This is an optimization exercise on Yosys and OpenROAD, whose aim is small area, a short achievable clock period and few clock cycles per item, not a production implementation. Function was checked by simulation only, so behaviour that the tests miss may differ from the original.

===== flow/design.v =====
`timescale 1ns / 1ps
module rgb_to_hsv_converter_top (
  input  logic        clk,
  input  logic        rst,
  input  logic        push,
  input  logic [31:0] pixel,
  output logic        full,
  output logic        empty,
  input  logic        pop,
  output logic [39:0] hsv
);
  logic en;
  logic s1_vld;
  logic [7:0] s1_alpha;
  logic [7:0] s1_mx;
  logic [7:0] s1_d;
  logic s1_hq;
  logic [7:0] s1_hr;
  logic [1:0] s1_m3;
  logic s2_vld;
  logic [7:0] s2_alpha;
  logic [7:0] s2_mx;
  logic [7:0] s2_d;
  logic [2:0] s2_hq;
  logic [7:0] s2_hr;
  logic [1:0] s2_m3;
  logic s3_vld;
  logic [7:0] s3_alpha;
  logic [7:0] s3_mx;
  logic [7:0] s3_d;
  logic [4:0] s3_hq;
  logic [7:0] s3_hr;
  logic [1:0] s3_m3;
  logic s4_vld;
  logic [7:0] s4_alpha;
  logic [7:0] s4_mx;
  logic [7:0] s4_d;
  logic [6:0] s4_hq;
  logic [7:0] s4_hr;
  logic [1:0] s4_m3;
  logic [0:0] s4_lb;
  logic s5_vld;
  logic [7:0] s5_alpha;
  logic [7:0] s5_mx;
  logic [7:0] s5_d;
  logic [8:0] s5_hq;
  logic [7:0] s5_hr;
  logic [1:0] s5_m3;
  logic [7:0] s5_sr;
  logic s5_sq;
  logic [1:0] s5_lb;
  logic s6_vld;
  logic [7:0] s6_alpha;
  logic [7:0] s6_mx;
  logic [7:0] s6_d;
  logic [10:0] s6_hq;
  logic [7:0] s6_hr;
  logic [1:0] s6_m3;
  logic [7:0] s6_sr;
  logic [2:0] s6_sq;
  logic [1:0] s6_lb;
  logic s7_vld;
  logic [7:0] s7_alpha;
  logic [7:0] s7_mx;
  logic [7:0] s7_d;
  logic [12:0] s7_hq;
  logic [7:0] s7_hr;
  logic [1:0] s7_m3;
  logic [7:0] s7_sr;
  logic [4:0] s7_sq;
  logic [1:0] s7_lb;
  logic s8_vld;
  logic [7:0] s8_alpha;
  logic [7:0] s8_mx;
  logic [7:0] s8_d;
  logic [14:0] s8_hq;
  logic [7:0] s8_hr;
  logic [1:0] s8_m3;
  logic [7:0] s8_sr;
  logic [6:0] s8_sq;
  logic [0:0] s8_lb;
  logic s9_vld;
  logic [7:0] s9_alpha;
  logic [7:0] s9_mx;
  logic [15:0] s9_hue;
  logic [7:0] s9_sat;
  assign en    = !s9_vld || pop;
  assign full  = !en;
  assign empty = !s9_vld;
  assign hsv   = {s9_hue, s9_sat, s9_mx, s9_alpha};
  always_ff @(posedge clk) begin
    if (rst) begin
      s1_vld <= 1'b0;
      s2_vld <= 1'b0;
      s3_vld <= 1'b0;
      s4_vld <= 1'b0;
      s5_vld <= 1'b0;
      s6_vld <= 1'b0;
      s7_vld <= 1'b0;
      s8_vld <= 1'b0;
      s9_vld <= 1'b0;
    end else if (en) begin
      s1_vld <= push;
      s2_vld <= s1_vld;
      s3_vld <= s2_vld;
      s4_vld <= s3_vld;
      s5_vld <= s4_vld;
      s6_vld <= s5_vld;
      s7_vld <= s6_vld;
      s8_vld <= s7_vld;
      s9_vld <= s8_vld;
    end
  end
  always_ff @(posedge clk) begin
    if (en) begin
      s1_alpha <= pixel[7:0];
      s1_mx <= c1_mx;
      s1_d <= c1_d0;
      s1_hq <= c1_hq0;
      s1_hr <= c1_hr0;
      s1_m3 <= c1_m30;
      s2_alpha <= s1_alpha;
      s2_mx <= s1_mx;
      s2_d <= s1_d;
      s2_hq <= c2_h1_hq;
      s2_hr <= c2_h1_hr;
      s2_m3 <= c2_h1_m3;
      s3_alpha <= s2_alpha;
      s3_mx <= s2_mx;
      s3_d <= s2_d;
      s3_hq <= c3_h3_hq;
      s3_hr <= c3_h3_hr;
      s3_m3 <= c3_h3_m3;
      s4_alpha <= s3_alpha;
      s4_mx <= s3_mx;
      s4_d <= s3_d;
      s4_hq <= c4_h5_hq;
      s4_hr <= c4_h5_hr;
      s4_m3 <= c4_h5_m3;
      s4_lb <= {(s3_d[7] ^ (|s3_d[6:0]))};
      s5_alpha <= s4_alpha;
      s5_mx <= s4_mx;
      s5_d <= s4_d;
      s5_hq <= c5_h7_hq;
      s5_hr <= c5_h7_hr;
      s5_m3 <= c5_h7_m3;
      s5_sr <= c5_s0_sr;
      s5_sq <= c5_s0_sq;
      s5_lb <= {(s4_d[6] ^ (|s4_d[5:0])), (s4_d[5] ^ (|s4_d[4:0]))};
      s6_alpha <= s5_alpha;
      s6_mx <= s5_mx;
      s6_d <= s5_d;
      s6_hq <= c6_h9_hq;
      s6_hr <= c6_h9_hr;
      s6_m3 <= c6_h9_m3;
      s6_sr <= c6_s2_sr;
      s6_sq <= c6_s2_sq;
      s6_lb <= {(s5_d[4] ^ (|s5_d[3:0])), (s5_d[3] ^ (|s5_d[2:0]))};
      s7_alpha <= s6_alpha;
      s7_mx <= s6_mx;
      s7_d <= s6_d;
      s7_hq <= c7_h11_hq;
      s7_hr <= c7_h11_hr;
      s7_m3 <= c7_h11_m3;
      s7_sr <= c7_s4_sr;
      s7_sq <= c7_s4_sq;
      s7_lb <= {(s6_d[2] ^ (|s6_d[1:0])), (s6_d[1] ^ (|s6_d[0:0]))};
      s8_alpha <= s7_alpha;
      s8_mx <= s7_mx;
      s8_d <= s7_d;
      s8_hq <= c8_h13_hq;
      s8_hr <= c8_h13_hr;
      s8_m3 <= c8_h13_m3;
      s8_sr <= c8_s6_sr;
      s8_sq <= c8_s6_sq;
      s8_lb <= {s7_d[0]};
      s9_alpha <= s8_alpha;
      s9_mx <= s8_mx;
      s9_hue <= c9_hue;
      s9_sat <= c9_sat;
    end
  end
  logic [7:0] f_r, f_g, f_b;
  logic [8:0] f_rg, f_gr, f_gb, f_bg, f_br, f_rb;
  logic ge_rg, ge_gr, ge_gb, ge_bg, ge_br, ge_rb;
  logic c_0, c_1, c_2, c_3, c_4, c_5;
  assign f_r = pixel[31:24];
  assign f_g = pixel[23:16];
  assign f_b = pixel[15:8];
  assign f_rg = {1'b0, f_r} - {1'b0, f_g};
  assign f_gr = {1'b0, f_g} - {1'b0, f_r};
  assign f_gb = {1'b0, f_g} - {1'b0, f_b};
  assign f_bg = {1'b0, f_b} - {1'b0, f_g};
  assign f_br = {1'b0, f_b} - {1'b0, f_r};
  assign f_rb = {1'b0, f_r} - {1'b0, f_b};
  assign ge_rg = !f_rg[8];
  assign ge_gr = !f_gr[8];
  assign ge_gb = !f_gb[8];
  assign ge_bg = !f_bg[8];
  assign ge_br = !f_br[8];
  assign ge_rb = !f_rb[8];
  assign c_0 = !ge_gr &  ge_gb;    
  assign c_1 =  ge_gr & !ge_br;    
  assign c_2 = !ge_bg &  ge_br;    
  assign c_3 =  ge_bg & !ge_rg;    
  assign c_4 = !ge_rb &  ge_rg;    
  assign c_5 =  ge_rb & !ge_gb;    
  logic [7:0] c1_d0, c1_hr0, c1_mx;
  logic [1:0] c1_m30;
  logic [0:0] c1_hq0;
  assign c1_d0 = ({8{c_0}} & f_rb[7:0]) | ({8{c_1}} & f_gb[7:0]) | ({8{c_2}} & f_gr[7:0])
           | ({8{c_3}} & f_br[7:0]) | ({8{c_4}} & f_bg[7:0]) | ({8{c_5}} & f_rg[7:0]);
  assign c1_hr0 = ({8{c_0}} & f_gb[7:0]) | ({8{c_1}} & f_gr[7:0]) | ({8{c_2}} & f_br[7:0])
            | ({8{c_3}} & f_bg[7:0]) | ({8{c_4}} & f_rg[7:0]) | ({8{c_5}} & f_rb[7:0]);
  assign c1_mx = (c_1 | c_2) ? f_g : (c_3 | c_4) ? f_b : f_r;
  assign c1_m30 = {c_2 | c_5, c_1 | c_4};
  assign c1_hq0 = c_3 | c_4 | c_5;
  logic [9:0] c2_h0_sub; logic c2_h0_q; logic [7:0] c2_h0_hr; logic [1:0] c2_h0_m3; logic c2_h0_hb;
  assign c2_h0_sub = {1'b0, s1_hr, 1'b0} - {2'b00, s1_d};
  assign c2_h0_q = !c2_h0_sub[9];
  assign c2_h0_hr = c2_h0_q ? c2_h0_sub[7:0] : {s1_hr[6:0], 1'b0};
  assign c2_h0_hb = s1_m3[1] | (s1_m3[0] & c2_h0_q);
  assign c2_h0_m3 = {(s1_m3 == 2'd1 && !c2_h0_q) || (s1_m3 == 2'd2 && c2_h0_q), (s1_m3 == 2'd0 && c2_h0_q) || (s1_m3 == 2'd2 && !c2_h0_q)};
  logic [1:0] c2_h0_hq;
  assign c2_h0_hq = {s1_hq, c2_h0_hb};
  logic [9:0] c2_h1_sub; logic c2_h1_q; logic [7:0] c2_h1_hr; logic [1:0] c2_h1_m3; logic c2_h1_hb;
  assign c2_h1_sub = {1'b0, c2_h0_hr, 1'b0} - {2'b00, s1_d};
  assign c2_h1_q = !c2_h1_sub[9];
  assign c2_h1_hr = c2_h1_q ? c2_h1_sub[7:0] : {c2_h0_hr[6:0], 1'b0};
  assign c2_h1_hb = c2_h0_m3[1] | (c2_h0_m3[0] & c2_h1_q);
  assign c2_h1_m3 = {(c2_h0_m3 == 2'd1 && !c2_h1_q) || (c2_h0_m3 == 2'd2 && c2_h1_q), (c2_h0_m3 == 2'd0 && c2_h1_q) || (c2_h0_m3 == 2'd2 && !c2_h1_q)};
  logic [2:0] c2_h1_hq;
  assign c2_h1_hq = {c2_h0_hq, c2_h1_hb};
  logic [9:0] c3_h2_sub; logic c3_h2_q; logic [7:0] c3_h2_hr; logic [1:0] c3_h2_m3; logic c3_h2_hb;
  assign c3_h2_sub = {1'b0, s2_hr, 1'b0} - {2'b00, s2_d};
  assign c3_h2_q = !c3_h2_sub[9];
  assign c3_h2_hr = c3_h2_q ? c3_h2_sub[7:0] : {s2_hr[6:0], 1'b0};
  assign c3_h2_hb = s2_m3[1] | (s2_m3[0] & c3_h2_q);
  assign c3_h2_m3 = {(s2_m3 == 2'd1 && !c3_h2_q) || (s2_m3 == 2'd2 && c3_h2_q), (s2_m3 == 2'd0 && c3_h2_q) || (s2_m3 == 2'd2 && !c3_h2_q)};
  logic [3:0] c3_h2_hq;
  assign c3_h2_hq = {s2_hq, c3_h2_hb};
  logic [9:0] c3_h3_sub; logic c3_h3_q; logic [7:0] c3_h3_hr; logic [1:0] c3_h3_m3; logic c3_h3_hb;
  assign c3_h3_sub = {1'b0, c3_h2_hr, 1'b0} - {2'b00, s2_d};
  assign c3_h3_q = !c3_h3_sub[9];
  assign c3_h3_hr = c3_h3_q ? c3_h3_sub[7:0] : {c3_h2_hr[6:0], 1'b0};
  assign c3_h3_hb = c3_h2_m3[1] | (c3_h2_m3[0] & c3_h3_q);
  assign c3_h3_m3 = {(c3_h2_m3 == 2'd1 && !c3_h3_q) || (c3_h2_m3 == 2'd2 && c3_h3_q), (c3_h2_m3 == 2'd0 && c3_h3_q) || (c3_h2_m3 == 2'd2 && !c3_h3_q)};
  logic [4:0] c3_h3_hq;
  assign c3_h3_hq = {c3_h2_hq, c3_h3_hb};
  logic [9:0] c4_h4_sub; logic c4_h4_q; logic [7:0] c4_h4_hr; logic [1:0] c4_h4_m3; logic c4_h4_hb;
  assign c4_h4_sub = {1'b0, s3_hr, 1'b0} - {2'b00, s3_d};
  assign c4_h4_q = !c4_h4_sub[9];
  assign c4_h4_hr = c4_h4_q ? c4_h4_sub[7:0] : {s3_hr[6:0], 1'b0};
  assign c4_h4_hb = s3_m3[1] | (s3_m3[0] & c4_h4_q);
  assign c4_h4_m3 = {(s3_m3 == 2'd1 && !c4_h4_q) || (s3_m3 == 2'd2 && c4_h4_q), (s3_m3 == 2'd0 && c4_h4_q) || (s3_m3 == 2'd2 && !c4_h4_q)};
  logic [5:0] c4_h4_hq;
  assign c4_h4_hq = {s3_hq, c4_h4_hb};
  logic [9:0] c4_h5_sub; logic c4_h5_q; logic [7:0] c4_h5_hr; logic [1:0] c4_h5_m3; logic c4_h5_hb;
  assign c4_h5_sub = {1'b0, c4_h4_hr, 1'b0} - {2'b00, s3_d};
  assign c4_h5_q = !c4_h5_sub[9];
  assign c4_h5_hr = c4_h5_q ? c4_h5_sub[7:0] : {c4_h4_hr[6:0], 1'b0};
  assign c4_h5_hb = c4_h4_m3[1] | (c4_h4_m3[0] & c4_h5_q);
  assign c4_h5_m3 = {(c4_h4_m3 == 2'd1 && !c4_h5_q) || (c4_h4_m3 == 2'd2 && c4_h5_q), (c4_h4_m3 == 2'd0 && c4_h5_q) || (c4_h4_m3 == 2'd2 && !c4_h5_q)};
  logic [6:0] c4_h5_hq;
  assign c4_h5_hq = {c4_h4_hq, c4_h5_hb};
  logic [9:0] c5_h6_sub; logic c5_h6_q; logic [7:0] c5_h6_hr; logic [1:0] c5_h6_m3; logic c5_h6_hb;
  assign c5_h6_sub = {1'b0, s4_hr, 1'b0} - {2'b00, s4_d};
  assign c5_h6_q = !c5_h6_sub[9];
  assign c5_h6_hr = c5_h6_q ? c5_h6_sub[7:0] : {s4_hr[6:0], 1'b0};
  assign c5_h6_hb = s4_m3[1] | (s4_m3[0] & c5_h6_q);
  assign c5_h6_m3 = {(s4_m3 == 2'd1 && !c5_h6_q) || (s4_m3 == 2'd2 && c5_h6_q), (s4_m3 == 2'd0 && c5_h6_q) || (s4_m3 == 2'd2 && !c5_h6_q)};
  logic [7:0] c5_h6_hq;
  assign c5_h6_hq = {s4_hq, c5_h6_hb};
  logic [9:0] c5_h7_sub; logic c5_h7_q; logic [7:0] c5_h7_hr; logic [1:0] c5_h7_m3; logic c5_h7_hb;
  assign c5_h7_sub = {1'b0, c5_h6_hr, 1'b0} - {2'b00, s4_d};
  assign c5_h7_q = !c5_h7_sub[9];
  assign c5_h7_hr = c5_h7_q ? c5_h7_sub[7:0] : {c5_h6_hr[6:0], 1'b0};
  assign c5_h7_hb = c5_h6_m3[1] | (c5_h6_m3[0] & c5_h7_q);
  assign c5_h7_m3 = {(c5_h6_m3 == 2'd1 && !c5_h7_q) || (c5_h6_m3 == 2'd2 && c5_h7_q), (c5_h6_m3 == 2'd0 && c5_h7_q) || (c5_h6_m3 == 2'd2 && !c5_h7_q)};
  logic [8:0] c5_h7_hq;
  assign c5_h7_hq = {c5_h6_hq, c5_h7_hb};
  logic [7:0] c5_sr0;
  assign c5_sr0 = s4_d - 8'd1;
  logic [9:0] c5_s0_sub; logic c5_s0_q; logic [7:0] c5_s0_sr;
  assign c5_s0_sub = {1'b0, c5_sr0, s4_lb[0]} - {2'b00, s4_mx};
  assign c5_s0_q = !c5_s0_sub[9];
  assign c5_s0_sr = c5_s0_q ? c5_s0_sub[7:0] : {c5_sr0[6:0], s4_lb[0]};
  logic [0:0] c5_s0_sq;
  assign c5_s0_sq = c5_s0_q;
  logic [9:0] c6_h8_sub; logic c6_h8_q; logic [7:0] c6_h8_hr; logic [1:0] c6_h8_m3; logic c6_h8_hb;
  assign c6_h8_sub = {1'b0, s5_hr, 1'b0} - {2'b00, s5_d};
  assign c6_h8_q = !c6_h8_sub[9];
  assign c6_h8_hr = c6_h8_q ? c6_h8_sub[7:0] : {s5_hr[6:0], 1'b0};
  assign c6_h8_hb = s5_m3[1] | (s5_m3[0] & c6_h8_q);
  assign c6_h8_m3 = {(s5_m3 == 2'd1 && !c6_h8_q) || (s5_m3 == 2'd2 && c6_h8_q), (s5_m3 == 2'd0 && c6_h8_q) || (s5_m3 == 2'd2 && !c6_h8_q)};
  logic [9:0] c6_h8_hq;
  assign c6_h8_hq = {s5_hq, c6_h8_hb};
  logic [9:0] c6_h9_sub; logic c6_h9_q; logic [7:0] c6_h9_hr; logic [1:0] c6_h9_m3; logic c6_h9_hb;
  assign c6_h9_sub = {1'b0, c6_h8_hr, 1'b0} - {2'b00, s5_d};
  assign c6_h9_q = !c6_h9_sub[9];
  assign c6_h9_hr = c6_h9_q ? c6_h9_sub[7:0] : {c6_h8_hr[6:0], 1'b0};
  assign c6_h9_hb = c6_h8_m3[1] | (c6_h8_m3[0] & c6_h9_q);
  assign c6_h9_m3 = {(c6_h8_m3 == 2'd1 && !c6_h9_q) || (c6_h8_m3 == 2'd2 && c6_h9_q), (c6_h8_m3 == 2'd0 && c6_h9_q) || (c6_h8_m3 == 2'd2 && !c6_h9_q)};
  logic [10:0] c6_h9_hq;
  assign c6_h9_hq = {c6_h8_hq, c6_h9_hb};
  logic [9:0] c6_s1_sub; logic c6_s1_q; logic [7:0] c6_s1_sr;
  assign c6_s1_sub = {1'b0, s5_sr, s5_lb[1]} - {2'b00, s5_mx};
  assign c6_s1_q = !c6_s1_sub[9];
  assign c6_s1_sr = c6_s1_q ? c6_s1_sub[7:0] : {s5_sr[6:0], s5_lb[1]};
  logic [1:0] c6_s1_sq;
  assign c6_s1_sq = {s5_sq, c6_s1_q};
  logic [9:0] c6_s2_sub; logic c6_s2_q; logic [7:0] c6_s2_sr;
  assign c6_s2_sub = {1'b0, c6_s1_sr, s5_lb[0]} - {2'b00, s5_mx};
  assign c6_s2_q = !c6_s2_sub[9];
  assign c6_s2_sr = c6_s2_q ? c6_s2_sub[7:0] : {c6_s1_sr[6:0], s5_lb[0]};
  logic [2:0] c6_s2_sq;
  assign c6_s2_sq = {c6_s1_sq, c6_s2_q};
  logic [9:0] c7_h10_sub; logic c7_h10_q; logic [7:0] c7_h10_hr; logic [1:0] c7_h10_m3; logic c7_h10_hb;
  assign c7_h10_sub = {1'b0, s6_hr, 1'b0} - {2'b00, s6_d};
  assign c7_h10_q = !c7_h10_sub[9];
  assign c7_h10_hr = c7_h10_q ? c7_h10_sub[7:0] : {s6_hr[6:0], 1'b0};
  assign c7_h10_hb = s6_m3[1] | (s6_m3[0] & c7_h10_q);
  assign c7_h10_m3 = {(s6_m3 == 2'd1 && !c7_h10_q) || (s6_m3 == 2'd2 && c7_h10_q), (s6_m3 == 2'd0 && c7_h10_q) || (s6_m3 == 2'd2 && !c7_h10_q)};
  logic [11:0] c7_h10_hq;
  assign c7_h10_hq = {s6_hq, c7_h10_hb};
  logic [9:0] c7_h11_sub; logic c7_h11_q; logic [7:0] c7_h11_hr; logic [1:0] c7_h11_m3; logic c7_h11_hb;
  assign c7_h11_sub = {1'b0, c7_h10_hr, 1'b0} - {2'b00, s6_d};
  assign c7_h11_q = !c7_h11_sub[9];
  assign c7_h11_hr = c7_h11_q ? c7_h11_sub[7:0] : {c7_h10_hr[6:0], 1'b0};
  assign c7_h11_hb = c7_h10_m3[1] | (c7_h10_m3[0] & c7_h11_q);
  assign c7_h11_m3 = {(c7_h10_m3 == 2'd1 && !c7_h11_q) || (c7_h10_m3 == 2'd2 && c7_h11_q), (c7_h10_m3 == 2'd0 && c7_h11_q) || (c7_h10_m3 == 2'd2 && !c7_h11_q)};
  logic [12:0] c7_h11_hq;
  assign c7_h11_hq = {c7_h10_hq, c7_h11_hb};
  logic [9:0] c7_s3_sub; logic c7_s3_q; logic [7:0] c7_s3_sr;
  assign c7_s3_sub = {1'b0, s6_sr, s6_lb[1]} - {2'b00, s6_mx};
  assign c7_s3_q = !c7_s3_sub[9];
  assign c7_s3_sr = c7_s3_q ? c7_s3_sub[7:0] : {s6_sr[6:0], s6_lb[1]};
  logic [3:0] c7_s3_sq;
  assign c7_s3_sq = {s6_sq, c7_s3_q};
  logic [9:0] c7_s4_sub; logic c7_s4_q; logic [7:0] c7_s4_sr;
  assign c7_s4_sub = {1'b0, c7_s3_sr, s6_lb[0]} - {2'b00, s6_mx};
  assign c7_s4_q = !c7_s4_sub[9];
  assign c7_s4_sr = c7_s4_q ? c7_s4_sub[7:0] : {c7_s3_sr[6:0], s6_lb[0]};
  logic [4:0] c7_s4_sq;
  assign c7_s4_sq = {c7_s3_sq, c7_s4_q};
  logic [9:0] c8_h12_sub; logic c8_h12_q; logic [7:0] c8_h12_hr; logic [1:0] c8_h12_m3; logic c8_h12_hb;
  assign c8_h12_sub = {1'b0, s7_hr, 1'b0} - {2'b00, s7_d};
  assign c8_h12_q = !c8_h12_sub[9];
  assign c8_h12_hr = c8_h12_q ? c8_h12_sub[7:0] : {s7_hr[6:0], 1'b0};
  assign c8_h12_hb = s7_m3[1] | (s7_m3[0] & c8_h12_q);
  assign c8_h12_m3 = {(s7_m3 == 2'd1 && !c8_h12_q) || (s7_m3 == 2'd2 && c8_h12_q), (s7_m3 == 2'd0 && c8_h12_q) || (s7_m3 == 2'd2 && !c8_h12_q)};
  logic [13:0] c8_h12_hq;
  assign c8_h12_hq = {s7_hq, c8_h12_hb};
  logic [9:0] c8_h13_sub; logic c8_h13_q; logic [7:0] c8_h13_hr; logic [1:0] c8_h13_m3; logic c8_h13_hb;
  assign c8_h13_sub = {1'b0, c8_h12_hr, 1'b0} - {2'b00, s7_d};
  assign c8_h13_q = !c8_h13_sub[9];
  assign c8_h13_hr = c8_h13_q ? c8_h13_sub[7:0] : {c8_h12_hr[6:0], 1'b0};
  assign c8_h13_hb = c8_h12_m3[1] | (c8_h12_m3[0] & c8_h13_q);
  assign c8_h13_m3 = {(c8_h12_m3 == 2'd1 && !c8_h13_q) || (c8_h12_m3 == 2'd2 && c8_h13_q), (c8_h12_m3 == 2'd0 && c8_h13_q) || (c8_h12_m3 == 2'd2 && !c8_h13_q)};
  logic [14:0] c8_h13_hq;
  assign c8_h13_hq = {c8_h12_hq, c8_h13_hb};
  logic [9:0] c8_s5_sub; logic c8_s5_q; logic [7:0] c8_s5_sr;
  assign c8_s5_sub = {1'b0, s7_sr, s7_lb[1]} - {2'b00, s7_mx};
  assign c8_s5_q = !c8_s5_sub[9];
  assign c8_s5_sr = c8_s5_q ? c8_s5_sub[7:0] : {s7_sr[6:0], s7_lb[1]};
  logic [5:0] c8_s5_sq;
  assign c8_s5_sq = {s7_sq, c8_s5_q};
  logic [9:0] c8_s6_sub; logic c8_s6_q; logic [7:0] c8_s6_sr;
  assign c8_s6_sub = {1'b0, c8_s5_sr, s7_lb[0]} - {2'b00, s7_mx};
  assign c8_s6_q = !c8_s6_sub[9];
  assign c8_s6_sr = c8_s6_q ? c8_s6_sub[7:0] : {c8_s5_sr[6:0], s7_lb[0]};
  logic [6:0] c8_s6_sq;
  assign c8_s6_sq = {c8_s5_sq, c8_s6_q};
  logic [9:0] c9_h14_sub; logic c9_h14_q; logic [7:0] c9_h14_hr; logic [1:0] c9_h14_m3; logic c9_h14_hb;
  assign c9_h14_sub = {1'b0, s8_hr, 1'b0} - {2'b00, s8_d};
  assign c9_h14_q = !c9_h14_sub[9];
  assign c9_h14_hr = c9_h14_q ? c9_h14_sub[7:0] : {s8_hr[6:0], 1'b0};
  assign c9_h14_hb = s8_m3[1] | (s8_m3[0] & c9_h14_q);
  assign c9_h14_m3 = {(s8_m3 == 2'd1 && !c9_h14_q) || (s8_m3 == 2'd2 && c9_h14_q), (s8_m3 == 2'd0 && c9_h14_q) || (s8_m3 == 2'd2 && !c9_h14_q)};
  logic [15:0] c9_h14_hq;
  assign c9_h14_hq = {s8_hq, c9_h14_hb};
  logic [9:0] c9_s7_sub; logic c9_s7_q; logic [7:0] c9_s7_sr;
  assign c9_s7_sub = {1'b0, s8_sr, s8_lb[0]} - {2'b00, s8_mx};
  assign c9_s7_q = !c9_s7_sub[9];
  assign c9_s7_sr = c9_s7_q ? c9_s7_sub[7:0] : {s8_sr[6:0], s8_lb[0]};
  logic [7:0] c9_s7_sq;
  assign c9_s7_sq = {s8_sq, c9_s7_q};
  logic c9_grey;
  assign c9_grey = (s8_d == 8'd0);
  logic [15:0] c9_hue; logic [7:0] c9_sat;
  assign c9_hue = c9_grey ? 16'd0 : c9_h14_hq;
  assign c9_sat = c9_grey ? 8'd0 : c9_s7_sq;
endmodule

===== flow/run.sh =====
#!/bin/bash
# synth_recipe.tcl (not shown) runs the flow's synth.tcl, then flattens the netlist and writes it again
# the make line also repeats each setting of config.mk as NAME=value (left out here)
make -C /OpenROAD-flow-scripts/flow DESIGN_CONFIG=/design/flow/config.mk WORK_HOME=/design/flow/orfs CLKGATE_MAP_FILE= SYNTH_SCRIPT=/design/flow/synth_recipe.tcl finish

===== flow/config.mk =====
export PLATFORM = sky130hd
export DESIGN_NAME = rgb_to_hsv_converter_top
export DESIGN_NICKNAME = rgb_to_hsv_converter_top
export VERILOG_FILES = /design/flow/design.v
export SDC_FILE = /design/flow/constraint.sdc
export NUM_CORES = 4
export LEC_CHECK = 0
export CAP_MARGIN = 0
export CORE_MARGIN = 2
export CORE_UTILIZATION = 40
export CTS_BUF_LIST = sky130_fd_sc_hd__clkbuf_8
export SETUP_SLACK_MARGIN = 4.0
export SLEW_MARGIN = 0

===== flow/constraint.sdc =====
create_clock -name core_clock -period 8.5 [get_ports {clk}]
set_input_delay 1.7000 -clock core_clock [delete_from_list [all_inputs] [get_ports {clk}]]
set_output_delay 1.7000 -clock core_clock [all_outputs]
set_load 0.01 [all_outputs]

==> results of run 1 <==
==> repair_timing <==
item                       CTS  global route
pin swaps                    9            21
setup endpoints to repair  100            98
buffers inserted            23            35
resized for setup           41            72
cloned                       2             3
==> area by class of cell <==
type | instances | area, um2
Inverter | 202 | 773
Timing Repair Buffer | 141 | 1290
Clock buffer | 81 | 1110
Clock inverter | 60 | 292
Timing Repair inverter | 2 | 15.0
Sequential cell | 440 | 13100
Tap cell | 855 | 1070
Multi-Input combinational cell | 1604 | 12400
Fill cell | 5777 | 34200
Antenna cell | 1 | 2.50
==> critical path, delay by kind of cell, from the launching register on <==
kind / cells / cell delay, ns
compound gates: 11 / 2.49
fa+ha+maj: 2 / 0.44
buf+inv: 3 / 0.50
flops: 1 / 0.42
mux: 1 / 0.30
simple gates: 1 / 0.12
==> layer usage <==
layer	part of all wire	global-route usage	wire (um)	up-vias
met4	0.031	0.0665	1740	0
met5	0	0	0	-
met2	0.52	0.300	28800	319
li1	-	-	-	8866
met1	0.42	0.187	23100	8643
met3	0.038	0.0307	2110	112
==> state kept, by name (all words and copies together) (netlist names), 9 cells and up <==
register / flops
s8_hq: 15
s7_hq: 13
s5_hq: 9
s6_hq: 11
s9_hue: 16
==> through the flow <==
step / cells / hold slack (ns)
final: 3386 / 0.393
after global routing: 3385 / 0.409
after CTS: 3347 / 0.394
after detailed placement: 3181 / 0.405
after global placement: 3181 / 0.401
after floorplan: 2294 / 0.400
==> synth_stat cells, drive strengths merged (36+ instances only) <==
cell type,number,area share
clkbuf,49,0.0071
xor2,36,0.012
a21oi,149,0.029
o21a,61,0.018
nor2b,40,0.0096
nor2,182,0.027
a21o,64,0.019
mux2,68,0.029
ha,218,0.11
xnor2,84,0.028
nand2,116,0.017
inv,201,0.029
o21ai,114,0.022
edfxtp,431,0.50
==> cell families (layout without fill, tap and decap cells) <==
group,Yosys count,count (layout),share of synthesized area
flops,440,440,0.505
xor+xnor,120,120,0.0405
mux,87,87,0.0368
compound gates,608,608,0.158
simple gates,546,549,0.101
other cells,0,1,0
buf+inv,253,486,0.0369
fa+ha+maj,240,240,0.121
==> path summary, 6_finish.rpt <==
kind                                             from                    end  slack, ns  cells after the start
worst max-delay path               s6_mx[1]$_DFFE_PN_     s7_sr[3]$_DFFE_PN_       3.96                     18
worst min-delay path            s6_alpha[5]$_DFFE_PN_  s7_alpha[5]$_DFFE_PN_       0.39                      0
worst max register to register     s6_mx[1]$_DFFE_PN_     s7_sr[3]$_DFFE_PN_       3.96                     18
worst min register to register  s6_alpha[5]$_DFFE_PN_  s7_alpha[5]$_DFFE_PN_       0.39                      0
==> cell usage in the layout, fill, tap and decap left out, types with 10 or more instances in the layout <==
cell                                n
sky130_fd_sc_hd__o21a_1            61
sky130_fd_sc_hd__nor2_1           175
sky130_fd_sc_hd__fa_1              20
sky130_fd_sc_hd__a21oi_1          135
sky130_fd_sc_hd__clkinv_1          20
sky130_fd_sc_hd__a21oi_2           10
sky130_fd_sc_hd__or2_2             18
sky130_fd_sc_hd__xnor2_1           84
sky130_fd_sc_hd__o211ai_1          12
sky130_fd_sc_hd__xor2_1            36
sky130_fd_sc_hd__o21bai_1          18
sky130_fd_sc_hd__o31a_1            31
sky130_fd_sc_hd__buf_4             60
sky130_fd_sc_hd__nor3_1            32
sky130_fd_sc_hd__a31oi_1           16
sky130_fd_sc_hd__nand2_1          113
sky130_fd_sc_hd__nand3_1           30
sky130_fd_sc_hd__clkdlybuf4s50_1   72
sky130_fd_sc_hd__ha_1             214
sky130_fd_sc_hd__o211a_1           10
sky130_fd_sc_hd__a22oi_1           18
sky130_fd_sc_hd__or3_1             23
sky130_fd_sc_hd__edfxtp_1         431
sky130_fd_sc_hd__mux2i_1           19
sky130_fd_sc_hd__inv_1            220
sky130_fd_sc_hd__and3_1            15
sky130_fd_sc_hd__nand2b_1          13
sky130_fd_sc_hd__and2_1            25
sky130_fd_sc_hd__a21o_1            64
sky130_fd_sc_hd__o21ai_0          112
sky130_fd_sc_hd__clkbuf_8          81
sky130_fd_sc_hd__mux2_2            61
sky130_fd_sc_hd__nor2b_1           31
==> impl.org, run 1 <==
** Status
- The flow ran to the end and the layout has no timing, DRC or antenna violations.

** Layout
- In the final layout, the share of cells above drive strength 1 is 0.136.
- After the last flow step, the layout net total stands at 2744.
- The area growth from synthesis to layout is 16.0%.
- Layout Utilization :: 0.468
- Cell area after layout :: around 30000 um2

** Global route
- First-pass GRT wire length :: roughly 90000 um
- After global routing the overflow that remains totals 0.
- In the global route stage, overall resource usage came out at 0.164.
- Entering global routing, the biggest net connects approximately 160 pins.
- Number of global-route vias before repair :: between 15000 and 20000
- Antenna violations before repair :: 1

** Critical path
- Cells along the critical path :: inv_2 > ha_4 > nor2b_4 > o31a_1 > o31ai_4 > a21oi_2 > a21oi_4 > clkinvlp_4 > a21oi_4 > ha_4 > o21a_1 > o31a_1 > o31a_1 > o21a_1 > o21a_1 > a2111oi_4 > buf_12 > mux2_4
- Data required, critical path :: 8.88 ns
- CP Max Fanout :: 8
- Highest-delay cell along the critical path :: sky130_fd_sc_hd__edfxtp_1
- The largest single stage delay on the critical path is approximately 0.42 ns.
- The critical path is of the register to register type.
- The worst setup path is launched from a register.
- Kind of end point of the critical path :: register
- Worst endpoint data arrival time :: 4.93 ns

** Floorplanning
- The die is 259 um wide.
- Area of the die :: about 67000 um2
- Site Rows :: 93
- Initial cell density of the core :: 0.403
- In this run the count of I/O pins placed on the die edge is 78.
- Measured along the y axis, the die boundary spans around 260 um.
- The total area inside the core boundary comes to between 60000 and 70000 um2.

** Synth
- Avg Inst Size Synth :: roughly 11 um2
- Yosys warning total :: 1
- Of the synthesized area, sequential elements account for 0.505.
- In the synthesized netlist the dominant register cell turns out to be sky130_fd_sc_hd__edfxtp_1.
- Post-Synthesis Net Count :: ~2600
- After synthesis the cells add up to about 26000 um2.
- Number of cells produced by synthesis :: roughly 2300
- Number of different library cells in the post-synthesis netlist :: 66
- In this run, synthesis inferred around 430 flip-flops with an integrated enable.
- Fraction of registers with async set/reset :: 0
- Synthesis inferred 440 register bits.

** Timing
- Final critical-path share of the clock period :: 0.535
- Clock skew on the completed layout was measured at 0.0272 ns.
- Final count of hold timing violations :: 0
- Worst-margin pin slew :: between 1 and 1.5 ns
- Fmax :: 220 MHz
- Setup repair after global routing could not meet its margin everywhere.
- Final worst slack :: a little under 4 ns
- Setup total negative slack on the finished layout was measured at 0 ns.
- Rel. slew slack :: 0.272
- The number of max-slew violations in the final report came to 0.
- Final setup violation count :: 0
- Final critical path time including I/O delays and setup :: between 4 and 5 ns

** Route
- For this run, design rule violations remaining after detail routing come to 0.
- Detailed Route Iter0 Violations :: between 900 and 1000
- First drt pass iteration count :: 5
- Mean routed wirelength per cell :: between 15 and 20 um
- For this block, the via count after detailed routing is between 15000 and 20000.
- Total detailed-routing wirelength :: about 56000 um
- Via density per instance :: between 5 and 6
- Post-route ant nets :: 0

** Clock tree
- Number of buffers created by CTS :: between 70 and 80
- TritonCTS built the clock tree.
- In this run the deepest clock path goes through 3 buffers.
- For the worst-skew pair, the clock arrives at the later sink with an insertion delay of roughly 0.66 ns.
- Clock transition at the register clock pins on the worst setup and hold paths after CTS :: roughly 0.05 ns
- H-tree levels :: 3
- Number of sinks driven by the clock tree :: 440
- Post-CTS Hold Fix Bufs :: 0
- CTS placed an instance of sky130_fd_sc_hd__clkbuf_8 at the clock tree root.

** Flow run
- Max-cap violations :: 0

** Placed design
- Final weighted congestion of routability-driven global placement :: just under 0.9
- Setup WS pre-CTS :: about 3 ns
- Once placement finished, the instance area stood at roughly 28000 um2.
- Input and output buffers added on the ports amount to 77.
- Estimated wirelength of the detail-placed design :: 39500 um

** Min path
- In this run the worst hold path is classified as register to register.
Testbench counts, summed over its fixed seeds: cycles 8,264, items 8,192.
==> run 2, diff against run 1 <==
--- a/flow/config.mk
+++ b/flow/config.mk
@@ -7,7 +7,8 @@
 export LEC_CHECK = 0
-export CAP_MARGIN = 0
+export CAP_MARGIN = 20
 export CORE_MARGIN = 2
-export CORE_UTILIZATION = 40
+export CORE_UTILIZATION = 65
 export CTS_BUF_LIST = sky130_fd_sc_hd__clkbuf_8
+export PLACE_DENSITY = 0.9
 export SETUP_SLACK_MARGIN = 4.0
-export SLEW_MARGIN = 0
+export SLEW_MARGIN = 20
==> run 2 against run 1 <==
Net effect:
- global-route usage increased by 11 points
- non-clock buffer count decreased by 18
- synthesized area stayed put
- worst hold slack worse by 0.0042 ns
- flip-flop and latch count did not move
- core utilization up 28 points
- setup slack worse by 0.014 ns
- critical path depth rose by 2
==> impl.org, run 2 <==
** Status
- Outcome :: no timing/DRC/antenna violations

** Floorplanning
- Die X :: ~200 um
- Height of the die :: a little over 200 um
- Initial cell density of the core :: 0.656
- Core region area :: between 30000 and 40000 um2
- Area of the die :: a little over 40000 um2
- I/O pins :: between 70 and 80
- In this run the core area contains 73 standard-cell rows.

** Clock tree
- In this run, CTS created clock tree buffers numbering a little over 70.
- In this run the number of H-tree levels came out at 3.
- No sink is reached through more buffers than the 3 on the longest clock path.
- Clock transition at the register clock pins on the worst setup and hold paths after CTS :: about 0.060 ns
- Clock latency on the worst-skew pair :: between 0.6 and 0.7 ns
- Number of sinks driven by the clock tree :: 440
- TritonCTS built the clock tree.
- Root buffer cell :: sky130_fd_sc_hd__clkbuf_8

** Timing
- Hold timing on the final database bottoms out at a slack of just under 0.4 ns.
- Final critical path time including I/O delays and setup :: roughly 4.6 ns
- Rel. slew slack :: 0.301
- Summed over all failing endpoints, the final setup total negative slack is 0 ns.
- Static timing analysis puts the maximum clock frequency at 219 MHz.
- Setup violations remaining at the end of the flow were counted as 0.
- Final critical-path share of the clock period :: 0.536
- For the final database, setup skew stands at between 0.04 and 0.05 ns.
- The number of max-slew violations in the final report was 0.
- Unrepaired setup endpoints after global routing :: true
- The number of failing hold endpoints at the final stage is 0.
- Worst-margin pin slew :: roughly 1.0 ns
- Final worst slack :: about 4 ns

** Synth
- By area, the combinational part of the netlist is dominated by compound AO/OA/AOI/OAI gates.
- Share of the synthesized area in compound gates (AO/OA/AOI/OAI) :: 0.158
- Counting flops with an async set or reset pin after synthesis yields a share of 0.
- Of the post-synthesis cell area, the dominant cell type holds 0.498.
- Post-Synthesis Net Count :: roughly 2600
- sky130_fd_sc_hd__edfxtp_1 takes more of the synthesized area than any other cell.
- The netlist uses 66 different library cells.
- Of the total synthesized cell area, the portion taken by XOR and XNOR cells is 0.0405.
- For this run, the number of Yosys warnings is 1.
- Basic-gate share of the synthesized area counting and, or, nand and nor cells :: 0.101
- Of the total synthesized cell area, the portion taken by full adders, half adders and majority gates is 0.121.
- Library cell with the highest instance count after synthesis :: sky130_fd_sc_hd__edfxtp_1
- Number of cells produced by synthesis :: around 2300
- The share of the Yosys chip area taken by registers is 0.505.
- Sorting the synthesized cells by area gives the leading types as sky130_fd_sc_hd__edfxtp_1, sky130_fd_sc_hd__ha_1, sky130_fd_sc_hd__mux2_2.
- The average instance in the mapped netlist occupies around 11 um2.
- Count of flip-flops with a built-in enable after synthesis :: between 400 and 500
- Synthesis inferred 440 register bits.
- Mux cell area share after synthesis :: 0.0368
- Top flip-flop cell by instance count after synthesis :: sky130_fd_sc_hd__edfxtp_1
- In this run the cell area of the synthesized design comes to around 26000 um2.
- Leading cell types by count after synthesis :: sky130_fd_sc_hd__edfxtp_1, sky130_fd_sc_hd__ha_1, sky130_fd_sc_hd__inv_1, sky130_fd_sc_hd__nor2_1, sky130_fd_sc_hd__a21oi_1

** Layout
- Ranked by flip-flop count, first place goes to s9_hue.
- Of the cells placed in the final design, the portion with a size suffix greater than 1 is 0.124.
- Count of antenna diodes in the layout :: 0
- From synthesis to final layout, the design area changed by 13.2%.
- Commonest cells after routing, fill and taps aside :: sky130_fd_sc_hd__edfxtp_1, sky130_fd_sc_hd__ha_1, sky130_fd_sc_hd__inv_1
- The net count of the finished layout is around 2700.
- Most common cell after layout, fill and taps aside :: sky130_fd_sc_hd__edfxtp_1
- The register with the most flip-flops in the layout has 16 of them.
- Top Registers :: s9_hue x16, s8_hq x15, s7_hq x13
- After routing the design area is 29400 um2.
- Layout Utilization :: 0.743

** Critical path
- The slowest stage of the critical path is the sky130_fd_sc_hd__edfxtp_1 cell.
- Worst endpoint data arrival time :: just under 5 ns
- The worst setup path is of the register to register kind.
- CP Max Fanout :: 9
- Walking the worst path, the cells encountered are inv_2 > ha_1 > nor2b_4 > o31a_1 > o31ai_4 > a21oi_2 > a21oi_2 > inv_4 > nor2_4 > a21oi_4 > ha_1 > nor2b_4 > o31a_1 > o31a_1 > o21a_1 > o21a_1 > a2111oi_4 > buf_4 > clkbuf_16 > mux2_4.
- Crit-path max cell delay :: about 0.45 ns
- Crit path top cell by count :: sky130_fd_sc_hd__o31a_1
- STA classifies the critical path endpoint as a register.
- Register-to-register setup slack :: 3.94 ns
- The worst setup path is launched from a register.
- For the worst setup path, the data required time is between 8 and 9 ns.

** Route
- Via density per instance :: between 6 and 7
- In this run the remaining antenna-violating nets after routing total 0.
- Detailed routing inserted a total of around 19000 vias.
- First drt pass iteration count :: 6
- Total detailed-routing wirelength :: about 57000 um
- In the final routed layout, each cell accounts on average for between 15 and 20 um.
- Number of remaining DRC errors :: 0
- The detailed router finished its first iteration with 1312 violations.

** Global route
- The first global-routing pass estimated roughly 91000 um of wire.
- Largest net degree at the start of global routing :: 97
- Remaining Overflow, GRT :: 0
- Overall Global Routing Usage :: 0.272
- The number of global-route vias before repair was around 19000.
- Antenna violations before repair :: 0

** Placed design
- Setup WS pre-CTS :: 2.96 ns
- Summing all placed instances gives a cell area of between 20000 and 30000 um2.
- Estimated wirelength of the detail-placed design :: a little under 40000 um
- Final weighted congestion of routability-driven global placement :: around 0.94
- The count of buffers added on input and output ports is 77.

** Min path
- In this run the worst hold path is classified as register to register.

** Flow run
- Max-cap violations in this run came to 0.
==> run 2: changes by cell type in the layout (fill, tap and decap cells not counted), sizes merged <==
cell | previous run | this run
diode | 1 | 0
buf | 64 | 45
clkinvlp | 3 | 2
bufinv | 1 | 2
clkbuf | 81 | 73
nand3 | 36 | 37
inv | 232 | 218
==> run 2: kinds of logic after synthesis <==
family | after synthesis
flip-flops | 440
XOR/XNOR | 120
AND/OR/NAND/NOR | 546
AO/OA/AOI/OAI | 608
adder cells (fa/ha/maj) | 240
buffers and inverters | 253
multiplexers | 87
==> run 2: what timing repair did <==
item	CTS	global route
hold buffers	0	0
setup buffers	22	16
cloned	3	2
gates resized for setup	40	61
pin swaps	9	10
endpoints found under the setup margin	277	105
==> run 2: per-layer routing <==
metal / routed length (um) / GRT usage
met5: 0 / 0
met4: 2280 / 0.127
met3: 2960 / 0.0466
met2: 30100 / 0.502
met1: 21600 / 0.304
==> run 2: area by class of cell <==
| type | instances | area (um2) |
|---|---|---|
| inverter | 202 | 773 |
| timing repair buffer | 123 | 1170 |
| fill | 2460 | 10200 |
| clock buffer | 72 | 991 |
| sequential | 440 | 13100 |
| clock inverter | 48 | 273 |
| multi-input combinational | 1605 | 12400 |
| tap | 525 | 657 |
==> run 2: worst max-delay path: cells and delay by family (launching register included) <==
| family | cells | cell delay [ns] |
|---|---|---|
| multiplexers | 1 | 0.29 |
| AO/OA/AOI/OAI | 10 | 2.07 |
| adder cells (fa/ha/maj) | 2 | 0.51 |
| buffers and inverters | 4 | 0.60 |
| AND/OR/NAND/NOR | 3 | 0.38 |
| flip-flops | 1 | 0.45 |
==> run 2: through the flow <==
| stage | cells |
|---|---|
| 6_report | 3015 |
| 5_1_grt | 3015 |
| 4_1_cts | 2997 |
| 3_5_place_dp | 2852 |
| 3_3_place_gp | 2852 |
| 2_1_floorplan | 2294 |
==> run 2: final timing paths <==
check	startpoint	end	depth (start not counted)
max	s6_mx[1]$_DFFE_PN_	s7_sr[2]$_DFFE_PN_	20
min	s2_alpha[0]$_DFFE_PN_	s3_alpha[0]$_DFFE_PN_	0
max reg2reg	s6_mx[1]$_DFFE_PN_	s7_sr[2]$_DFFE_PN_	20
min reg2reg	s2_alpha[0]$_DFFE_PN_	s3_alpha[0]$_DFFE_PN_	0
==> run 3, diff against run 2 <==
--- a/flow/config.mk
+++ b/flow/config.mk
@@ -9,6 +9,6 @@
 export CORE_MARGIN = 2
-export CORE_UTILIZATION = 65
+export CORE_UTILIZATION = 55
 export CTS_BUF_LIST = sky130_fd_sc_hd__clkbuf_8
-export PLACE_DENSITY = 0.9
-export SETUP_SLACK_MARGIN = 4.0
+export PLACE_DENSITY = 0.8
+export SETUP_SLACK_MARGIN = 4.2
 export SLEW_MARGIN = 20
==> run 3 against run 2 <==
Net effect:
- synthesized area did not move
- largest cell class unchanged
- final cell count up 5.9%
- core utilization decreased by 8.2 points
==> impl.org, run 3 <==
** Status
- The run finished with no timing, DRC or antenna violations.

** Critical path
- Data required, critical path :: just under 9 ns
- Startpoint types :: register
- In this run the worst setup path terminates at s7_sr[2]$_DFFE_PN_.
- Worst endpoint data arrival time :: between 4 and 5 ns
- CP Max Fanout :: 8
- Kind of end point of the critical path :: register
- Crit Path Category :: register to register
- The endpoint identified for the worst register-to-register timing path is s7_sr[2]$_DFFE_PN_.
- The startpoint identified for the worst register-to-register timing path is s6_mx[1]$_DFFE_PN_.
- Register-to-register setup slack :: about 4.1 ns
- Depth of the worst register-to-register path :: 18
- Beginning of the critical path :: s6_mx[1]$_DFFE_PN_

** Global route
- In the global route stage, overall resource usage came out at 0.225.
- Remaining Overflow, GRT :: 0
- Largest net degree at the start of global routing :: 178
- Number of global-route vias before repair :: ~19000
- First-pass GRT wire length :: around 90000 um
- The initial antenna violation count came to 0.

** Timing
- For the finished layout, the period the worst path requires is about 4.4 ns.
- Number of max-slew violations in the final report :: 0
- Final count of hold timing violations :: 0
- Setup total negative slack on the finished layout was measured at 0 ns.
- Final worst slack :: approximately 4.1 ns
- Unrepaired setup endpoints after global routing :: true
- In this run the tightest slew margin relative to its limit is 0.343.
- Final critical-path share of the clock period :: 0.513
- Worst-margin pin slew :: slightly below 1 ns
- Final setup violation count :: 0
- The clock arrives with roughly 0.031 ns of skew.
- Static timing analysis puts the maximum clock frequency at 229 MHz.

** Route
- Detailed Route Iter0 Violations :: ~1100
- Via density per instance :: approximately 5.9
- In the routed design, unresolved DRC markers number 0.
- Mean routed wirelength per cell :: 18.3 um
- For this run, the detailed router's first-pass iteration total came to 6.
- Post-route ant nets :: 0
- Total detailed-routing wirelength :: about 58000 um
- For this block, the via count after detailed routing is roughly 19000.

** Synth
- Synth area leaders :: sky130_fd_sc_hd__edfxtp_1, sky130_fd_sc_hd__ha_1, sky130_fd_sc_hd__mux2_2
- For this run, the number of Yosys warnings is 1.
- Synthesis inferred 440 register bits.
- Fraction of registers with async set/reset :: 0
- Avg Inst Size Synth :: ~11 um2
- Top flip-flop cell by instance count after synthesis :: sky130_fd_sc_hd__edfxtp_1
- Of the synthesized area, sequential elements account for 0.505.
- After synthesis the cells add up to 26000 um2.
- Cell type with the largest total area after synthesis :: sky130_fd_sc_hd__edfxtp_1
- The share of synthesized area in the top cell type comes to 0.498.
- Sorting the synthesized cells by how often they occur yields sky130_fd_sc_hd__edfxtp_1, sky130_fd_sc_hd__ha_1, sky130_fd_sc_hd__inv_1, sky130_fd_sc_hd__nor2_1, sky130_fd_sc_hd__a21oi_1.
- Library cell with the highest instance count after synthesis :: sky130_fd_sc_hd__edfxtp_1
- Count of flip-flops with a built-in enable after synthesis :: 431
- The number of different library cells used by synthesis comes to 66.
- Number of cells produced by synthesis :: roughly 2300
- The number of nets in the synthesized netlist is roughly 2600.

** Floorplanning
- Die X :: between 200 and 250 um
- For this design the top-level I/O count stands at 78.
- The floorplan has 79 rows.
- Area of the die :: around 49000 um2
- Initial cell density of the core :: 0.558
- Core region area :: ~47000 um2
- Height of the die :: about 220 um

** Placed design
- At the end of routability-driven placement, the weighted congestion stood at roughly 0.88.
- Summing all placed instances gives a cell area of between 20000 and 30000 um2.
- The HPWL after detailed placement is a little under 40000 um.
- Number of port buffers :: a little under 80
- Before CTS, the worst setup slack after placement is slightly below 3 ns.

** Min path
- The worst hold path belongs to the class register to register.

** Clock tree
- Root buffer cell :: sky130_fd_sc_hd__clkbuf_8
- Number of sinks driven by the clock tree :: 440
- After clock tree synthesis, the clock-pin slew on the worst setup and hold paths is 0.06 ns.
- Number of buffers created by CTS :: between 70 and 80
- In this run the number of H-tree levels came out at 3.
- Max clock buf depth :: 3
- Post-CTS Hold Fix Bufs :: 0
- Clock latency on the worst-skew pair :: between 0.6 and 0.7 ns
- TritonCTS built the clock tree.

** Layout
- The largest registers in the layout are s9_hue x16, s8_hq x15, s7_hq x13.
- Layout Utilization :: 0.661
- Layout overhead on the synthesized area :: 18.6%
- The library cell used most frequently in the layout, excluding fill and tap cells, is sky130_fd_sc_hd__edfxtp_1.
- Cell area after layout :: 30800 um2
- The sequential cells in the finished layout cover a total of roughly 13000 um2.
- The register with the most flip-flops in the layout has 16 of them.
- In the final layout, the share of cells above drive strength 1 is 0.176.
- In the layout the commonest cells are sky130_fd_sc_hd__edfxtp_1, sky130_fd_sc_hd__inv_1, sky130_fd_sc_hd__ha_1.
- Count of antenna diodes in the layout :: 0
- Area occupied by multi-input gates :: around 13000 um2
- Counting the fill cells in the layout gives 3352.
- Final Net Count :: 2798
- Most flops, register :: s9_hue

** Flow run
- The tool flagged a number of max-cap violations equal to 0.
run 3: cell count changes in the layout (fill, tap and decap cells not counted), sizes merged:
| cell | previous run | this run |
|---|---|---|
| dlymetal6s2s | 4 | 3 |
| dlygate4sd2 | 1 | 5 |
| buf | 45 | 124 |
| inv | 218 | 226 |
| bufinv | 2 | 8 |
| nand3 | 37 | 36 |
| clkdlybuf4s50 | 72 | 69 |
| clkinvlp | 2 | 3 |
| clkbuf | 73 | 79 |
| clkinv | 28 | 24 |
run 3: worst max-delay path: stages, from the launching register on:
cell and delay (ns):
sky130_fd_sc_hd__edfxtp_1 0.44, sky130_fd_sc_hd__inv_2 0.12, sky130_fd_sc_hd__ha_4 0.20, sky130_fd_sc_hd__nor2b_4 0.12, sky130_fd_sc_hd__o31a_1 0.30, sky130_fd_sc_hd__o31ai_4 0.24, sky130_fd_sc_hd__a21oi_2 0.10, sky130_fd_sc_hd__a21oi_2 0.21
sky130_fd_sc_hd__inv_4 0.11, sky130_fd_sc_hd__a21oi_4 0.21, sky130_fd_sc_hd__ha_4 0.22, sky130_fd_sc_hd__nor2b_4 0.13, sky130_fd_sc_hd__o31a_1 0.27, sky130_fd_sc_hd__o31a_1 0.27, sky130_fd_sc_hd__o21a_1 0.19, sky130_fd_sc_hd__o21a_1 0.21
sky130_fd_sc_hd__a2111oi_4 0.26, sky130_fd_sc_hd__buf_12 0.19, sky130_fd_sc_hd__mux2_4 0.30
run 3: layout make-up:
cell class,count,area share
multi-input combinational,1604,0.415
clock inverter,59,0.0160
sequential,440,0.426
clock buffer,79,0.0353
tap,607,0.0247
timing repair buffer,201,0.0575
inverter,202,0.0251
run 3: worst min-delay path by stage:
stage,slack [ns],end,cells after the start,startpoint
finish,0.41,s8_hq[8]$_DFFE_PN_,0,s7_hq[6]$_DFFE_PN_
global route,0.42,s7_alpha[7]$_DFFE_PN_,0,s6_alpha[7]$_DFFE_PN_
CTS,0.41,s5_hq[8]$_DFFE_PN_,0,s4_hq[6]$_DFFE_PN_
detailed placement,0.40,s2_mx[1]$_DFFE_PN_,0,s1_mx[1]$_DFFE_PN_
global placement,0.40,s5_alpha[6]$_DFFE_PN_,0,s4_alpha[6]$_DFFE_PN_
floorplan,0.40,s2_alpha[0]$_DFFE_PN_,0,s1_alpha[0]$_DFFE_PN_
run 3: repair_timing:
action / 4_1_cts / 5_1_grt
resized for setup: 91 / 95
endpoints found under the setup margin: 118 / 94
gates cloned: 3 / 1
pin swaps: 16 / 44
buffers inserted: 41 / 76
run 3: logic make-up after synthesis:
| family | synth area share |
|---|---|
| and+or+nand+nor | 0.101 |
| buffers and inverters | 0.0369 |
| AOI/OAI and AO/OA | 0.158 |
| xor gates and xnor gates | 0.0405 |
| adders and majority gates | 0.121 |
| DFF | 0.505 |
| muxes | 0.0368 |
run 3: per-layer routing:
layer,GRT usage,part of all wire,vias up
li1,-,-,8989
met1,0.248,0.39,9043
met2,0.421,0.53,549
met3,0.0348,0.042,160
met4,0.109,0.039,0
met5,0,0,-
run 3: per-stage QoR:
stage	std cells	hold slack, ns
final	3192	0.409
after floorplan	2294	0.400
after global placement	2933	0.400
after global routing	3192	0.416
after CTS	3115	0.413
after detailed placement	2933	0.405
==> run 4, diff against run 3 <==
--- a/flow/config.mk
+++ b/flow/config.mk
@@ -12,3 +12,3 @@
 export PLACE_DENSITY = 0.8
-export SETUP_SLACK_MARGIN = 4.2
+export SETUP_SLACK_MARGIN = 3.8
 export SLEW_MARGIN = 20
==> run 4 against run 3 <==
Net effect:
- final cell count is 2.9% lower
- still clean
- flip-flop and latch count stayed put
- fmax is 5.4% lower
- non-clock buffer count is 83 lower
==> impl.org, run 4 <==
** Floorplanning
- Core region area :: approximately 47000 um2
- Area of the die :: around 49000 um2
- The initialized floorplan defines around 80 standard-cell rows.
- I/O pins :: about 80
- Height of the die :: 221 um
- Initial cell density of the core :: 0.558
- Die X :: about 220 um

** Layout
- Leaving out fill and tap cells, the most frequent cell in the layout is sky130_fd_sc_hd__edfxtp_1.
- Summing all multi-input logic gate instances after layout gives around 12000 um2.
- The repair_antennas step left the layout with diodes totalling 0.
- The register with the most flip-flops in the layout has 16 of them.
- At the end of the flow the core is filled with cells to 0.630.
- Most flops, register :: s9_hue
- Summing all flip-flop and latch instances after layout gives about 13000 um2.
- From synthesis to final layout, the design area changed by 12.9%.
- Fillers :: approximately 3500
- Of the cells placed in the final design, the portion with a size suffix greater than 1 is 0.117.
- In the layout the commonest cells are sky130_fd_sc_hd__edfxtp_1, sky130_fd_sc_hd__ha_1, sky130_fd_sc_hd__inv_1.
- Top Registers :: s9_hue x16, s8_hq x15, s7_hq x13
- Final Net Count :: 2711

** Synth
- Number of different library cells in the post-synthesis netlist :: 66
- In the post-synthesis netlist, the biggest area contributors are sky130_fd_sc_hd__edfxtp_1, sky130_fd_sc_hd__ha_1, sky130_fd_sc_hd__mux2_2.
- sky130_fd_sc_hd__edfxtp_1 is the most common cell in the netlist.
- Fraction of registers with async set/reset :: 0
- Yosys warning total :: 1
- Post-synthesis instance area :: between 20000 and 30000 um2
- Cell type with the largest total area after synthesis :: sky130_fd_sc_hd__edfxtp_1
- Top flip-flop cell by instance count after synthesis :: sky130_fd_sc_hd__edfxtp_1
- Sequential cell area fraction in the yosys report :: 0.505
- Count of flip-flops with a built-in enable after synthesis :: 431
- Averaged over all synthesized cells, the footprint is approximately 11 um2.
- Leading cell types by count after synthesis :: sky130_fd_sc_hd__edfxtp_1, sky130_fd_sc_hd__ha_1, sky130_fd_sc_hd__inv_1, sky130_fd_sc_hd__nor2_1, sky130_fd_sc_hd__a21oi_1
- Post-Synthesis Net Count :: 2568
- Post-synth top area share :: 0.498
- Flip-flop and latch count after synthesis :: 440
- Number of cells produced by synthesis :: 2294

** Critical path
- Kind of end point of the critical path :: output pin
- CP Max Fanout :: 10
- Startpoint types :: input pin
- At the worst endpoint, the required time is a little under 7 ns.
- Worst endpoint data arrival time :: slightly below 3 ns
- Register-to-register setup slack :: 3.92 ns
- The critical path in this run is classified as input pin to output pin.

** Route
- In this run the remaining antenna-violating nets after routing total 0.
- Detailed Route Iter0 Violations :: around 1200
- The pre-antenna-repair detailed-routing pass consisted of 5 iterations.
- Total detailed-routing wirelength :: between 50000 and 60000 um
- After detailed routing, the number of vias per cell comes to approximately 6.
- After detailed routing, the number of remaining DRC violations is 0.
- Mean routed wirelength per cell :: 17.6 um
- Via Count :: approximately 18000

** Placed design
- Number of port buffers :: slightly below 80
- At the placement stage, the worst setup path has a slack of between 3 and 4 ns.
- After legalization and detailed placement, the total HPWL measured a little under 40000 um.
- At the end of routability-driven placement, the weighted congestion stood at 0.894.

** Global route
- The first global-routing pass estimated between 80000 and 90000 um of wire.
- Entering global routing, the biggest net connects between 200 and 250 pins.
- Overall Global Routing Usage :: 0.221
- Antenna violations before repair :: 0
- Number of global-route vias before repair :: 18400
- For this run the aggregate overflow at the end of global routing stands at 0.

** Timing
- The number of failing hold endpoints at the final stage was 0.
- In this run the tightest slew margin relative to its limit is 0.277.
- Final worst slack :: just under 4 ns
- Subtracting the final worst setup slack from the clock period gives about 4.6 ns.
- Final TNS setup :: 0 ns
- Final setup violation count :: 0
- In the finished design, the share of the clock period the worst path needs comes to 0.542.
- Unrepaired setup endpoints after global routing :: false
- For the final database, setup skew stands at 0.0320 ns.
- For the pin with the worst max-slew slack, the measured transition is 1.08 ns.
- Timing would allow up to approximately 220 MHz.
- The number of max-slew violations in the final report came to 0.

** Clock tree
- Clock latency on the worst-skew pair :: approximately 0.66 ns
- Clock tree synthesis inserted a total of 73 buffers.
- Max clock buf depth :: 3
- Clock-pin slew was measured on the worst setup and hold paths at about 0.060 ns.
- The H-tree was split into 3 levels.
- Number of sinks driven by the clock tree :: 440
- The cell sitting at the root of the clock tree is a sky130_fd_sc_hd__clkbuf_8.
- TritonCTS built the clock tree.

** Flow run
- Max-cap violations :: 0

** Min path
- Hold crit path type :: register to register

** Status
- The flow ran to the end and the layout has no timing, DRC or antenna violations.
run 4: final timing paths:
path | start | end | cells past startpoint
max | pop | full | 4
min | s4_alpha[7]$_DFFE_PN_ | s5_alpha[7]$_DFFE_PN_ | 0
max reg2reg | s6_mx[1]$_DFFE_PN_ | s7_sr[3]$_DFFE_PN_ | 19
min reg2reg | s4_alpha[7]$_DFFE_PN_ | s5_alpha[7]$_DFFE_PN_ | 0
run 4: logic make-up after synthesis:
kind of cell | count (synthesis) | share of synthesized area
flip-flops | 440 | 0.505
buffers and inverters | 253 | 0.0369
AND/OR/NAND/NOR | 546 | 0.101
adder cells (fa/ha/maj) | 240 | 0.121
AO/OA/AOI/OAI | 608 | 0.158
multiplexers | 87 | 0.0368
XOR/XNOR | 120 | 0.0405
run 4: cell type report:
cell class,instances,share of cell area
clock buffer,74,0.0347
clock inverter,56,0.0130
inverter,202,0.0265
multi-input combinational,1602,0.415
sequential,440,0.448
tap,607,0.0259
timing repair buffer,118,0.0377
run 4: through the flow:
stage                     cells  cell area, um2  hold slack (ns)
after CTS                  3083           29000            0.399
after floorplan            2294           26000            0.400
after global placement     2934           27400            0.400
final                      3099           29300            0.407
after global routing       3099           29300            0.411
after detailed placement   2934           27400            0.405
run 4: routing by layer:
metal,global-route usage,up-vias,wire (um)
li1,-,8803,-
met3,0.0345,140,2160
met2,0.404,448,28400
met5,0,-,0
met4,0.107,0,2220
met1,0.250,8718,21800
run 4: timing repair:
action | CTS | global route
hold buffers | 0 | 0
buffers inserted | 18 | 16
cloned | 1 | 0
resized for setup | 22 | 46
pin swaps | 8 | 7
setup endpoints to repair | 68 | 91
run 4: critical path, stage by stage:
cell and delay (ns):
sky130_fd_sc_hd__clkdlybuf4s50_1 0.42, sky130_fd_sc_hd__nand2b_4 0.18, sky130_fd_sc_hd__clkinv_8 0.07, sky130_fd_sc_hd__clkdlybuf4s50_1 0.53

[static timing again, ports no longer ideal]
The flow's constraints put no driver on any port. The routed layouts listed below were extracted and timed again, unchanged, in two steps. Step 1, drivers: a clkbuf_16 drives clk and a buf_2 each remaining input, both assumed. Step 2, shift: input delay + t, output delay - t, t = (earliest + latest rising clock arrival at the registers) / 2. This alone moves slack from input paths to output paths. a / b / c = ideal / step 1 / step 2; a / b = the first two.
run	t, ns	slack for setup (ns)	clock arrival spread, ns
run 1	0.697	3.956 / 3.956 / 3.499	0.035 / 0.034
run 2	0.672	3.941 / 3.941 / 3.522	0.045 / 0.045
run 3	0.706	4.139 / 4.139 / 3.670	0.035 / 0.035
run 4	0.697	3.890 / 3.866 / 3.335	0.040 / 0.040
After both steps every run listed still meets setup and hold. The setup slack of run 4, which loses most, moves by -0.024 ns with the drivers and by -0.555 ns with both steps.
